From an optimization exercise on the open Yosys and OpenROAD flow, aimed at small area and a short achievable clock period; shortcuts taken in it are not production practice. Function was checked by simulation only, so behaviour that the tests miss may differ from the original. Power figures rest on the tool's default switching activity, not on a simulated workload.

## job 105
==> flow/design.v <==
module spi_ram_ctrl (
  input  logic       clk,
  input  logic       rst_n,
  input  logic [9:0] din,
  input  logic       rx_valid,
  output logic [7:0] dout,
  output logic       tx_valid,
  output logic       cmd_err
);
  logic        rx_valid_q;
  logic        accept;
  logic [1:0]  opcode;
  logic        wr_addr_vld;
  logic        rd_armed;
  logic [7:0]  wr_addr;
  logic [15:0] rd_lo;
  logic [15:0] rd_hi;
  logic        wr_go;
  logic        rd_fire;
  logic        we_q;
  logic [15:0] we_hi_n;
  logic [15:0] we_lo_n;
  logic [7:0]  wdata_q;
  logic        hit_q;
  logic [7:0]  mem [256];
  logic [7:0]  p   [16];
  logic [7:0]  rd_data;
  assign accept  = rx_valid & ~rx_valid_q;
  assign opcode  = din[9:8];
  assign wr_go   = accept & (opcode == 2'b01) & wr_addr_vld;
  assign rd_fire = accept & (opcode == 2'b11) & rd_armed;
  always_comb begin
    rd_data = '0;
    for (int k = 0; k < 16; k++) rd_data = rd_data | (p[k] & {8{rd_hi[k]}});
  end
  always_ff @(posedge clk or negedge rst_n) begin
    if (!rst_n) begin
      rx_valid_q  <= 1'b0;
      wr_addr_vld <= 1'b0;
      rd_armed    <= 1'b0;
      cmd_err     <= 1'b0;
      tx_valid    <= 1'b0;
      dout        <= '0;
    end else begin
      rx_valid_q <= rx_valid;
      cmd_err    <= accept & (((opcode == 2'b01) & ~wr_addr_vld) |
                              ((opcode == 2'b11) & ~rd_armed));
      if (accept) begin
        tx_valid <= (opcode == 2'b11) & rd_armed;
        case (opcode)
          2'b00:   wr_addr_vld <= 1'b1;
          2'b10:   rd_armed    <= 1'b1;
          2'b11:   rd_armed    <= 1'b0;
          default: ;
        endcase
      end
      if (rd_fire) begin
        dout <= hit_q ? wdata_q : rd_data;
      end
    end
  end
  always_ff @(posedge clk) begin
    if (accept & (opcode == 2'b00)) wr_addr <= din[7:0];
    if (accept & (opcode == 2'b10)) begin
      for (int j = 0; j < 16; j++) begin
        rd_lo[j] <= (din[3:0] == 4'(j));
        rd_hi[j] <= (din[7:4] == 4'(j));
      end
    end
    if (accept) wdata_q <= din[7:0];
    we_q <= wr_go;
    for (int j = 0; j < 16; j++) begin
      we_hi_n[j] <= ~(wr_go & (wr_addr[7:4] == 4'(j)));
      we_lo_n[j] <= ~(wr_addr[3:0] == 4'(j));
    end
    hit_q <= we_q & rd_lo[wr_addr[3:0]] & rd_hi[wr_addr[7:4]];
  end
  always_ff @(posedge clk) begin
    for (int r = 0; r < 256; r++) begin
      if (!(we_hi_n[r / 16] | we_lo_n[r % 16])) mem[r] <= wdata_q;
    end
  end
  always_ff @(posedge clk) begin
    for (int k = 0; k < 16; k++) begin
      logic [7:0] acc;
      acc = '0;
      for (int j = 0; j < 16; j++) acc = acc | (mem[16*k + j] & {8{rd_lo[j]}});
      p[k] <= acc;
    end
  end
endmodule
Settings: LEC_CHECK=0, CAP_MARGIN=20, CORE_MARGIN=2, CORE_UTILIZATION=65, CTS_CLUSTER_DIAMETER=100, CTS_CLUSTER_SIZE=30, PLACE_DENSITY=0.75, SETUP_SLACK_MARGIN=2.9, SLEW_MARGIN=20; clock period 5.0 ns.
run.sh (not shown) runs the stock make flow with config.mk's settings and CLKGATE_MAP_FILE= SYNTH_SCRIPT=/design/flow/synth_recipe.tcl, a recipe that flattens the netlist after the stock synthesis.
#### Input delta (job 103 over job 105)
diff --git a/flow/design.v b/flow/design.v
--- a/flow/design.v
+++ b/flow/design.v
@@ -10,31 +10,31 @@
   logic        rx_valid_q;
   logic        accept;
   logic [1:0]  opcode;
   logic        wr_addr_vld;
   logic        rd_armed;
   logic [7:0]  wr_addr;
-  logic [15:0] rd_lo;
-  logic [15:0] rd_hi;
+  logic [31:0] rd_lo;
+  logic [7:0]  rd_hi;
   logic        wr_go;
   logic        rd_fire;
   logic        we_q;
   logic [15:0] we_hi_n;
   logic [15:0] we_lo_n;
   logic [7:0]  wdata_q;
   logic        hit_q;
   logic [7:0]  mem [256];
-  logic [7:0]  p   [16];
+  logic [7:0]  p   [8];
   logic [7:0]  rd_data;
   assign accept  = rx_valid & ~rx_valid_q;
   assign opcode  = din[9:8];
   assign wr_go   = accept & (opcode == 2'b01) & wr_addr_vld;
   assign rd_fire = accept & (opcode == 2'b11) & rd_armed;
   always_comb begin
     rd_data = '0;
-    for (int k = 0; k < 16; k++) rd_data = rd_data | (p[k] & {8{rd_hi[k]}});
+    for (int k = 0; k < 8; k++) rd_data = rd_data | (p[k] & {8{rd_hi[k]}});
   end
   always_ff @(posedge clk or negedge rst_n) begin
     if (!rst_n) begin
       rx_valid_q  <= 1'b0;
       wr_addr_vld <= 1'b0;
       rd_armed    <= 1'b0;
@@ -59,33 +59,31 @@
       end
     end
   end
   always_ff @(posedge clk) begin
     if (accept & (opcode == 2'b00)) wr_addr <= din[7:0];
     if (accept & (opcode == 2'b10)) begin
-      for (int j = 0; j < 16; j++) begin
-        rd_lo[j] <= (din[3:0] == 4'(j));
-        rd_hi[j] <= (din[7:4] == 4'(j));
-      end
+      for (int j = 0; j < 32; j++) rd_lo[j] <= (din[4:0] == 5'(j));
+      for (int j = 0; j < 8; j++)  rd_hi[j] <= (din[7:5] == 3'(j));
     end
     if (accept) wdata_q <= din[7:0];
     we_q <= wr_go;
     for (int j = 0; j < 16; j++) begin
       we_hi_n[j] <= ~(wr_go & (wr_addr[7:4] == 4'(j)));
       we_lo_n[j] <= ~(wr_addr[3:0] == 4'(j));
     end
-    hit_q <= we_q & rd_lo[wr_addr[3:0]] & rd_hi[wr_addr[7:4]];
+    hit_q <= we_q & rd_lo[wr_addr[4:0]] & rd_hi[wr_addr[7:5]];
   end
   always_ff @(posedge clk) begin
     for (int r = 0; r < 256; r++) begin
       if (!(we_hi_n[r / 16] | we_lo_n[r % 16])) mem[r] <= wdata_q;
     end
   end
   always_ff @(posedge clk) begin
-    for (int k = 0; k < 16; k++) begin
+    for (int k = 0; k < 8; k++) begin
       logic [7:0] acc;
       acc = '0;
-      for (int j = 0; j < 16; j++) acc = acc | (mem[16*k + j] & {8{rd_lo[j]}});
+      for (int j = 0; j < 32; j++) acc = acc | (mem[32*k + j] & {8{rd_lo[j]}});
       p[k] <= acc;
     end
   end
 endmodule
Results
- Run comparison: job 105 slowest stage cell on the critical path dfrtp_1; job 103 slowest stage cell on the critical path dfrtp_2
- Re global-route wire length before repair: job 103 is 30 mm up on job 105.
- Job 103 vs. job 105: setup slack shows no meaningful change; total design power dropped about 2.3%.
- In job 103, initial antenna violation count is higher than in job 105.
- Of job 103 and job 105, it is job 103 that has the higher worst-case reg-to-reg path depth.
- Taking job 105 as the reference, in job 103 number of resized instances in the post-cts repair step shows an increase of 55, average footprint of a synthesized cell shows a reduction of 3.9%, area of the mapped netlist shows a reduction of about 1.5%, reported clock group power shows a reduction of about 2.7%.
- Comparing job 105 and job 103, final layout net count is higher on job 103.
- The via count reported for job 103 is higher than the one for job 105.
- Min synthesis-to-layout area growth across job 105 and job 103: job 105

## what the ideal ports hide
No port has a modelled driver above. Below, the same layouts with a new extraction and two added sets of constraints. Step 1 (the two cells are an assumption about what drives the block):
set clk [get_ports {clk}]
set_driving_cell -lib_cell sky130_fd_sc_hd__clkbuf_16 $clk
set_driving_cell -lib_cell sky130_fd_sc_hd__buf_2 [delete_from_list [all_inputs] $clk]
Step 2 also shifts input and output timing later by t, the mid clock arrival at the registers, as if the neighbouring blocks saw the same clock. Slacks: ideal / step 1 / step 2; pairs: ideal / step 1.
run	t, ns	setup WS [ns]	worst setup path at the end	latest minus earliest clock arrival (ns)	pins driven straight from the clock port
job 105	0.800	2.629 / 2.545 / 2.246	input to register	0.032 / 0.032	1
job 103	0.790	2.627 / 2.551 / 2.249	input to register	0.045 / 0.045	1
After both steps setup and hold are still met in every run listed. The setup slack of job 105, which loses most, moves by -0.084 ns with the drivers and by -0.383 ns with both steps.
